This design comes from an exercise in tuning for small area on the open sky130 flow, not from production work.
In this exercise RTL edits were held to simulation tests only and were not proved equivalent to the original.
No driver is modelled on the clock port, so clock power and skew are understated where the tree is cut down; a real chip needs a root buffer or a tree.
Power is estimated from default activity; no workload was simulated.

Setup of run A:
// core_top
module core_top (
    input  logic        clock,
    input  logic        reset_ALUop_2_3,
    output logic [15:0] pc_addr,
    input  logic [15:0] inst,
    output logic [15:0] mem_addr,
    output logic [15:0] mem_write_data,
    output logic        mem_write,
    input  logic [15:0] mem_read_data
);
Size: ~410 cells after synthesis, about 170 flip-flops, ~83 I/O pins.
Settings: LEC_CHECK=0, ABC_AREA=1, CAP_MARGIN=20, CORE_MARGIN=2, CORE_UTILIZATION=40, SLEW_MARGIN=20; clock period 10.0 ns.
standard.sh (not shown) runs the stock make flow with config.mk's settings and CLKGATE_MAP_FILE= SYNTH_SCRIPT=/design/flow/synth_recipe.tcl, a recipe that flattens the netlist after the stock synthesis.
==> flow/flow/run.sh <==
#!/bin/bash
# Standard layout with four changes:
# - synthesis maps the logic (adders included, no separate adder mapping)
#   with an area-oriented ABC script (the registers
#   are mapped as in the standard synthesis);
# - port buffers are made from the smallest buffer;
# - every cell is downsized to its smallest drive strength after floorplan
#   (the repair steps that follow restore what timing needs);
# - a two-level clock tree of inverters (two roots, eight leaves) is built
#   by flow/clock_tree.tcl in place of the CTS command.
# Tool output goes to standard.log.
set -o pipefail
HERE=$(pwd)
cat flow/synth_prefix.tcl synth_recipe.tcl > my_synth.tcl
export FLOW_ABC_SCRIPT="$HERE/flow/abc_area_min.script"
export BUFFER_PORTS_ARGS="-buffer_cell sky130_fd_sc_hd__buf_1"
export POST_FLOORPLAN_TCL="$HERE/flow/downsize.tcl"
export PRE_CTS_TCL="$HERE/flow/clock_tree.tcl"
export CLK_ROOTS=2
export CLK_GROUPS=8
export CLK_BUF=sky130_fd_sc_hd__inv_8
export CLK_ROOT=sky130_fd_sc_hd__inv_8
bash standard.sh SYNTH_SCRIPT="$HERE/my_synth.tcl" ADDER_MAP_FILE= finish > standard.log 2>&1
==> flow/flow/abc_area_min.script <==
strash
dch
amap -F 4 -A 8
topo
==> flow/flow/clock_tree.tcl <==
# Clock tree built by hand before the CTS step (sourced as PRE_CTS_TCL).
# The registers are split into CLK_ROOTS regions of neighbours and each
# region into CLK_GROUPS / CLK_ROOTS groups of neighbours. Each group is
# driven by one leaf cell (CLK_BUF) placed at the group's centre, and the
# leaves of a region by one root cell (CLK_ROOT) placed at their centre;
# the clock port drives only the roots. With inverters for both the roots
# and the leaves, every register sees the clock through two inversions.
# All registers get the same number and kind of cells on their clock path.
# The CTS command (and the cloning of clock inverters before it) is then
# replaced by a no-op, and the rest of the
# CTS step (legalisation, timing repair) runs as usual.
set nroots $::env(CLK_ROOTS)
set ngroups $::env(CLK_GROUPS)
set db [ord::get_db]
set blk [ord::get_db_block]
set leaf_master [$db findMaster $::env(CLK_BUF)]
set root_master [$db findMaster $::env(CLK_ROOT)]
set clk_net [$blk findNet clock]

proc pin_name {master dir} {
  foreach mt [$master getMTerms] {
    if {[$mt getSigType] ne "SIGNAL"} { continue }
    if {[$mt getIoType] eq $dir} { return [$mt getName] }
  }
}
set leaf_in [pin_name $leaf_master INPUT]
set leaf_out [pin_name $leaf_master OUTPUT]
set root_in [pin_name $root_master INPUT]
set root_out [pin_name $root_master OUTPUT]

set sinks {}
foreach it [$clk_net getITerms] {
  set bb [[$it getInst] getBBox]
  lappend sinks [list $it [expr {([$bb xMin] + [$bb xMax]) / 2}] [expr {([$bb yMin] + [$bb yMax]) / 2}]]
}
puts "clock_tree: [llength $sinks] sinks, $nroots roots ($::env(CLK_ROOT)), $ngroups leaves ($::env(CLK_BUF))"

# split a list of sinks into n groups of neighbours, alternating the axis
proc split_sinks {sinks n axis} {
  if {$n <= 1} { return [list $sinks] }
  set idx [expr {$axis == 0 ? 1 : 2}]
  set sorted [lsort -integer -index $idx $sinks]
  set n1 [expr {$n / 2}]
  set k [expr {int(round([llength $sorted] * double($n1) / $n))}]
  set a [lrange $sorted 0 [expr {$k - 1}]]
  set b [lrange $sorted $k end]
  return [concat [split_sinks $a $n1 [expr {1 - $axis}]] [split_sinks $b [expr {$n - $n1}] [expr {1 - $axis}]]]
}

proc centre {grp} {
  set sx 0; set sy 0
  foreach s $grp { incr sx [lindex $s 1]; incr sy [lindex $s 2] }
  return [list [expr {$sx / [llength $grp]}] [expr {$sy / [llength $grp]}]]
}

# one cell at (x, y) driving the iterms of a group through a new net
proc add_driver {blk master in out name grp_iterms xy src_net} {
  set inst [odb::dbInst_create $blk $master $name]
  set net [odb::dbNet_create $blk "${name}_net"]
  $net setSigType CLOCK
  foreach it $grp_iterms {
    $it disconnect
    $it connect $net
  }
  [$inst findITerm $in] connect $src_net
  [$inst findITerm $out] connect $net
  $inst setLocation [lindex $xy 0] [lindex $xy 1]
  $inst setPlacementStatus PLACED
  return $inst
}

set die [$blk getDieArea]
set axis [expr {([$die xMax] - [$die xMin]) >= ([$die yMax] - [$die yMin]) ? 0 : 1}]
set per_root [expr {$ngroups / $nroots}]
set ri 0
set gi 0
foreach region [split_sinks $sinks $nroots $axis] {
  set root [add_driver $blk $root_master $root_in $root_out "clkroot_$ri" {} [centre $region] $clk_net]
  set root_net [[$root findITerm $root_out] getNet]
  foreach grp [split_sinks $region $per_root $axis] {
    set its {}
    foreach s $grp { lappend its [lindex $s 0] }
    add_driver $blk $leaf_master $leaf_in $leaf_out "clkleaf_$gi" $its [centre $grp] $root_net
    puts "clock_tree: leaf $gi (root $ri): [llength $grp] sinks"
    incr gi
  }
  incr ri
}

rename clock_tree_synthesis orig_clock_tree_synthesis
proc clock_tree_synthesis {args} {
  puts "clock_tree: CTS command skipped, tree built by clock_tree.tcl"
  set_propagated_clock [all_clocks]
}

# the CTS step would next clone clock inverters next to their loads;
# the tree above is final, so that is skipped too
rename repair_clock_inverters orig_repair_clock_inverters
proc repair_clock_inverters {args} {
  puts "clock_tree: repair_clock_inverters skipped"
}
Other scripts of this flow, unchanged in this note and not shown: flow/flow/downsize.tcl, flow/flow/synth_prefix.tcl
No stage failed in run A, and the final checks on the layout all came back clean.
Modified inputs, run B compared to run A
==> flow/flow/abc_area_min.script <==
strash
dch -f
amap
topo
==> comparison <==
Run B finished every stage and its layout cleared the timing, DRC and antenna checks. Going from run A to run B, critical path depth shows an increase of 4; combined area of all synthesized cells shows no meaningful change. In the tables for run B and run A, net count after synthesis reads lower with run A. Diff run B and run A: area growth from synthesis to layout lower in run B. Any difference in proportion of power drawn by combinational gates between run A and run B is small enough to ignore. Run B: global-route track usage on met3 0.26 points above run A. Share of the clock period used by the worst path after layout across run B and run A: no real change. Run A → run B: initial standard-cell utilization of the core flat; met2 track demand over resource climbed 0.82 points. Run A and run B ended up with roughly the same area of the die. Setup slack: run B vs run A, no meaningful difference.
Inputs modified between run B and run C:
==> flow/flow/abc_area_min.script <==
strash
dch -f
amap -F 4 -A 8
topo
Notes after the runs:
In run C, the routed wire length came out 550 um above the value in run B. When run C is set beside run B, its synthesized cell area turns out to be about 0.43% smaller. Comparing run C and run B, the higher register fraction of the total cell area is on run C. Of the two values seen for slowest cell on the critical path, sky130_fd_sc_hd__o221ai_1 was produced by run C and sky130_fd_sc_hd__or3_1 by run B. Between run B and run C, the smallest hold slack does not differ in any meaningful way. Critical path buffer and inverter count, run C and run B: larger value in run C. Die area in run C is about 0.4% below run B.
Relative to run C, the following input files were edited for run D:
==> flow/flow/abc_area_min.script <==
strash
dch -f
amap -m
topo
Findings:
Compared run C against run D; fraction of power consumed by the clock network within noise.
Synthesized area per cell: run D vs run C down about 2.6%
| share of the final layout cell area in multi-input gates | run C vs run D | ≈ equal |
What run E does differently from run D at the input level:
Settings: a change of CORE_UTILIZATION from 40 to 65; an added PLACE_DENSITY of 0.75.
diff --git a/flow/flow/run.sh b/flow/flow/run.sh
--- a/flow/flow/run.sh
+++ b/flow/flow/run.sh
@@ -9 +9 @@
-# - a two-level clock tree of inverters (two roots, eight leaves) is built
+# - a two-level clock tree of inverters (one root, seven leaves) is built
@@ -19,2 +19,2 @@
-export CLK_ROOTS=2
-export CLK_GROUPS=8
+export CLK_ROOTS=1
+export CLK_GROUPS=7
@@ -22 +22 @@
-export CLK_ROOT=sky130_fd_sc_hd__inv_8
+export CLK_ROOT=sky130_fd_sc_hd__inv_12
==> flow/flow/abc_area_min.script <==
strash
dch -f
amap -F 4 -A 8
topo
[summary]
Re post-synthesis mux area share: run D was higher than run E. What run E reported for average vias per placed instance has to be multiplied by 0.871 to get the figure for run D. Row synthesized instance count: run E lower / run D higher. Diff run D -> run E | area occupied by multi-input gates | down slightly. Looking at the reports, run E completed the entire flow and the layout it produced met the timing, DRC and antenna checks. Run E vs run D: maximum vdd ir drop up in run E. Going from run D to run E, design area lost 130 um2; fraction of standard cell area that is sequential saw an increase; relative contribution of the clock network to total power has decreased.
> inputs changed (run E -> run F)
Settings: CORE_UTILIZATION now 40, was 65; PLACE_DENSITY no longer set, was 0.75.
diff --git a/flow/flow/run.sh b/flow/flow/run.sh
--- a/flow/flow/run.sh
+++ b/flow/flow/run.sh
@@ -9 +9 @@
-# - a two-level clock tree of inverters (one root, seven leaves) is built
+# - a two-level clock tree of inverters (two roots, eight leaves) is built
@@ -19,2 +19,2 @@
-export CLK_ROOTS=1
-export CLK_GROUPS=7
+export CLK_ROOTS=2
+export CLK_GROUPS=8
@@ -22 +22 @@
-export CLK_ROOT=sky130_fd_sc_hd__inv_12
+export CLK_ROOT=sky130_fd_sc_hd__inv_8
==> flow/flow/abc_area_min.script <==
strash
dch -f
amap -F 8 -A 16
topo
--- outcome ---
For hold slack, run E and run F come out practically identical.
Run F was carried through to the last stage, and its layout satisfied the timing, DRC and antenna checks.
[run F] clock skew rose 0.0055 ns relative to run E
Sort run E and run F by transition time at the pin with the least slew margin desc -> top: run F
No run of this note takes its clock network from TritonCTS; it comes from the design's own scripts or RTL.

[static timing again, ports no longer ideal]
Ports are ideal in the flow. The routed layouts listed here were re-timed in OpenROAD.
Step 1, drivers: a clkbuf_16 drives clock and a buf_2 each remaining input, both assumed.
Step 2 adds t to the input delays and takes it off the output delays; t is the mean of the earliest and latest rising clock arrival at the registers after step 1. Input paths then give back, and output paths get back, about the clock's delay inside the block.
a / b / c = no drivers / after step 1 / after step 2; a / b = the first two.
| run | t, ns | slack for setup (ns) | worst setup path after step 2 | worst register clock-pin slew, ns | worst data-port slew with drivers (ns) |
|---|---|---|---|---|---|
| run A | 0.228 | 5.109 / 5.150 / 4.922 | input to register | 0.11 / 0.11 | 0.04 |
| run B | 0.229 | 5.108 / 5.160 / 4.933 | input to register | 0.10 / 0.10 | 0.06 |
| run C | 0.228 | 5.030 / 5.081 / 4.853 | input to register | 0.10 / 0.10 | 0.05 |
| run D | 0.226 | 5.116 / 5.116 / 5.028 | input to register | 0.11 / 0.11 | 0.06 |
| run E | 0.233 | 5.175 / 5.163 / 4.977 | input to register | 0.11 / 0.11 | 0.05 |
| run F | 0.226 | 5.226 / 5.151 / 5.085 | input to register | 0.11 / 0.11 | 0.05 |
After both steps setup and hold are still met in every run listed. For run E, which loses most, drivers alone change the setup slack by -0.012 ns; drivers and shift together by -0.198 ns.
